This design comes from an exercise in tuning for small area on the open sky130 flow, not from production work. RTL that was checked went through simulation tests only; none was proved equivalent to the original. No activity file was given, so power comes from the tool's default toggle rates.

Setup of JK:
==> module traffic_counters, before the edit <==
module traffic_counters (
   input  logic                 M_AXIS_ACLK,
   input  logic                 reset_n,
   input  logic                 clear,
   input  logic [5:0]           load,        
   input  dma_rx_pkg::cnt_t     load_val,
   input  dma_rx_pkg::in_data_t s_axis_tdata,
   input  dma_rx_pkg::in_strb_t s_axis_tstrb,
   input  logic                 s_axis_tlast,
   input  logic                 beat_acc,
   input  logic                 m_axis_tlast,
   input  logic                 m_axis_tvalid,
   input  logic                 m_axis_tready,
   output dma_rx_pkg::cnt_t     pkt_out,
   output dma_rx_pkg::cnt_t     word_out,
   output dma_rx_pkg::cnt_t     pkt_in,
   output dma_rx_pkg::cnt_t     word_in,
   output dma_rx_pkg::cnt_t     err_in,
   output dma_rx_pkg::cnt_t     extra_in
);
   logic [5:0] ev_inc;      
   logic       ev_zero;     
   logic [5:0] inc;
   logic       out_xfer;
   logic [5:0] ld;
   assign out_xfer = m_axis_tvalid && m_axis_tready;
   assign inc[0] = out_xfer && m_axis_tlast;
   assign inc[1] = out_xfer;
   assign inc[2] = beat_acc && s_axis_tlast;
   assign inc[3] = beat_acc && (s_axis_tlast || (&s_axis_tstrb));
   assign inc[4] = beat_acc && (s_axis_tdata == '0);
   assign inc[5] = beat_acc && !s_axis_tlast;
   assign ld = load | {6{!reset_n || clear}};
   always_ff @(posedge M_AXIS_ACLK) begin
      for (int k = 0; k < 6; k++) ev_inc[k] <= inc[k] && !ld[k];
      ev_zero <= inc[2] && !ld[5];
   end
   dma_rx_pkg::cnt_t ld_val;
   assign ld_val = (!reset_n || clear) ? '0 : load_val;
   function automatic dma_rx_pkg::cnt_t incr(input dma_rx_pkg::cnt_t c, input logic e);
      logic carry;
      carry = e;
      for (int i = 0; i < dma_rx_pkg::CNT_W; i++) begin
         incr[i] = c[i] ^ carry;
         carry   = carry & c[i];
      end
   endfunction
   function automatic dma_rx_pkg::cnt_t sel(input logic l, input dma_rx_pkg::cnt_t a,
                                            input logic k, input dma_rx_pkg::cnt_t b);
      logic [dma_rx_pkg::CNT_W-1:0] la, kb;
      la = l ? a : '0;
      kb = k ? b : '0;
      sel = la | kb;
   endfunction
   always_ff @(posedge M_AXIS_ACLK) begin
      pkt_out  <= sel(ld[0], ld_val, !ld[0], incr(pkt_out,  ev_inc[0]));
      word_out <= sel(ld[1], ld_val, !ld[1], incr(word_out, ev_inc[1]));
      pkt_in   <= sel(ld[2], ld_val, !ld[2], incr(pkt_in,   ev_inc[2]));
      word_in  <= sel(ld[3], ld_val, !ld[3], incr(word_in,  ev_inc[3]));
      err_in   <= sel(ld[4], ld_val, !ld[4], incr(err_in,   ev_inc[4]));
      extra_in <= sel(ld[5], ld_val, !ld[5] && !ev_zero, incr(extra_in, ev_inc[5]));
   end
endmodule
export LEC_CHECK = 0
export CAP_MARGIN = 20
export CORE_MARGIN = 2
export CORE_UTILIZATION = 40
export SLEW_MARGIN = 20
create_clock -name core_clock -period 5.0 [get_ports {M_AXIS_ACLK}]
standard.sh (not shown) runs the stock make flow with config.mk's settings and CLKGATE_MAP_FILE= SYNTH_SCRIPT=/design/flow/synth_recipe.tcl, a recipe that flattens the netlist after the stock synthesis.
==> flow/flow/run.sh <==
#!/bin/bash
# Layout flow: the standard ORFS flow, with three area changes.
#  1. After the standard synthesis, the combinational cells are mapped again by ABC with an
#     area-oriented script (remap.ys, remap.abc). Flip-flops keep their instances, names
#     and cell types; only the logic between them is re-mapped.
#  2. Port buffers use the smallest buffer cell.
#  3. The clock tree uses small clock buffers and no dummy balancing loads.
# Each tool's output goes to its own log file in this folder.
set -euo pipefail
R=orfs/results/sky130hd/dma_rx_path/base
LIB=$FLOW_HOME/platforms/sky130hd/lib/sky130_fd_sc_hd__tt_025C_1v80.lib
YOSYS=$(command -v yosys || echo /OpenROAD-flow-scripts/tools/install/yosys/bin/yosys)

export BUFFER_PORTS_ARGS="-buffer_cell sky130_fd_sc_hd__buf_1"
export CTS_ARGS="-sink_clustering_enable -repair_clock_nets -dont_use_dummy_load -buf_list {sky130_fd_sc_hd__clkbuf_4 sky130_fd_sc_hd__clkbuf_8}"

bash standard.sh synth > synth.log 2>&1
cp $R/1_2_yosys.v synth_standard.v

sed -e "s#{LIB}#$LIB#g" -e "s#{IN}#synth_standard.v#" -e "s#{SCRIPT}#$PWD/flow/remap.abc#" \
    -e "s#{OUT}#synth_remapped.v#" flow/remap.ys > remap_run.ys
$YOSYS -s remap_run.ys > remap.log 2>&1

cp synth_remapped.v $R/1_2_yosys.v
rm -f $R/1_synth.odb $R/1_synth.sdc
bash standard.sh > standard.log 2>&1
==> flow/flow/remap.abc <==
&get -n
&st
&dc2
&dch -f
&nf -a -R 1000
&put
==> flow/flow/remap.ys <==
# Re-maps the combinational cells of the standard synthesis netlist for area.
# The flip-flops (and tie cells) are kept as they are: same instances, names and cell types.
read_liberty -ignore_miss_func -ignore_miss_dir {LIB}
read_verilog {IN}
hierarchy -top dma_rx_path
setattr -mod -set blackbox 1 sky130_fd_sc_hd__edfxtp_1 sky130_fd_sc_hd__dfxtp_1
flatten
rename -hide w:_*_.*
opt_clean -purge
abc -script {SCRIPT} -liberty {LIB} -dont_use sky130_fd_sc_hd__probe_p_8 -dont_use sky130_fd_sc_hd__probec_p_8 -dont_use sky130_fd_sc_hd__lpflow_*
read_liberty -lib -ignore_redef {LIB}
splitnets
opt_clean -purge
hilomap -singleton -hicell sky130_fd_sc_hd__conb_1 HI -locell sky130_fd_sc_hd__conb_1 LO
insbuf -buf sky130_fd_sc_hd__buf_4 A X
check -assert
stat -liberty {LIB}
write_verilog -noattr -nohex -nodec {OUT}
Here is what was changed in the inputs of MS compared with JK.
--- a/flow/design.v
+++ b/flow/design.v
@@ -133,15 +133,20 @@
       ev_zero <= inc[2] && !ld[5];
    end
    dma_rx_pkg::cnt_t ld_val;
    assign ld_val = (!reset_n || clear) ? '0 : load_val;
    function automatic dma_rx_pkg::cnt_t incr(input dma_rx_pkg::cnt_t c, input logic e);
+      logic cin;
       logic carry;
-      carry = e;
-      for (int i = 0; i < dma_rx_pkg::CNT_W; i++) begin
-         incr[i] = c[i] ^ carry;
-         carry   = carry & c[i];
+      cin = e;
+      for (int j = 0; j < dma_rx_pkg::CNT_W / 4; j++) begin
+         carry = cin;
+         for (int k = 0; k < 4; k++) begin
+            incr[4*j+k] = c[4*j+k] ^ carry;
+            carry       = carry & c[4*j+k];
+         end
+         cin = cin & (&c[4*j +: 4]);
       end
    endfunction
    function automatic dma_rx_pkg::cnt_t sel(input logic l, input dma_rx_pkg::cnt_t a,
                                             input logic k, input dma_rx_pkg::cnt_t b);
       logic [dma_rx_pkg::CNT_W-1:0] la, kb;
Results
Maximum achievable frequency improves in MS relative to JK.
Relative contribution of the clock network to total power up 0.5 points in MS wrt JK
Delta (MS minus JK): cell count after synthesis higher; design area higher; non-clock inverter total of the final layout lower; critical path depth lower.
MS has power share of the combinational group below what JK had.
Overall power consumption improves in MS relative to JK.
STATUS slack of the critical path: MS wins against JK
For MS, only the layout was checked, not whether the RTL still works.

## afterwards: timing with drivers on the ports
The flow's constraints put no driver on any port. The routed layouts listed below were extracted and timed again, unchanged, in two steps. Step 1 (the two cells are an assumption about what drives the block):
set clk [get_ports {M_AXIS_ACLK}]
set_driving_cell -lib_cell sky130_fd_sc_hd__clkbuf_16 $clk
set_driving_cell -lib_cell sky130_fd_sc_hd__buf_2 [delete_from_list [all_inputs] $clk]
Step 2 also shifts input and output timing later by t, the mid clock arrival at the registers, as if the neighbouring blocks saw the same clock. Three values: no drivers, after step 1, after step 2; two values: the first two.
| run | shift t [ns] | setup slack, ns | worst slew at a driven data input, ns |
|---|---|---|---|
| JK | 0.714 | 0.311 / 0.311 / 0.311 | 0.19 |
| MS | 0.707 | 1.255 / 1.255 / 1.255 | 0.22 |
After both steps setup and hold are still met in every run listed.
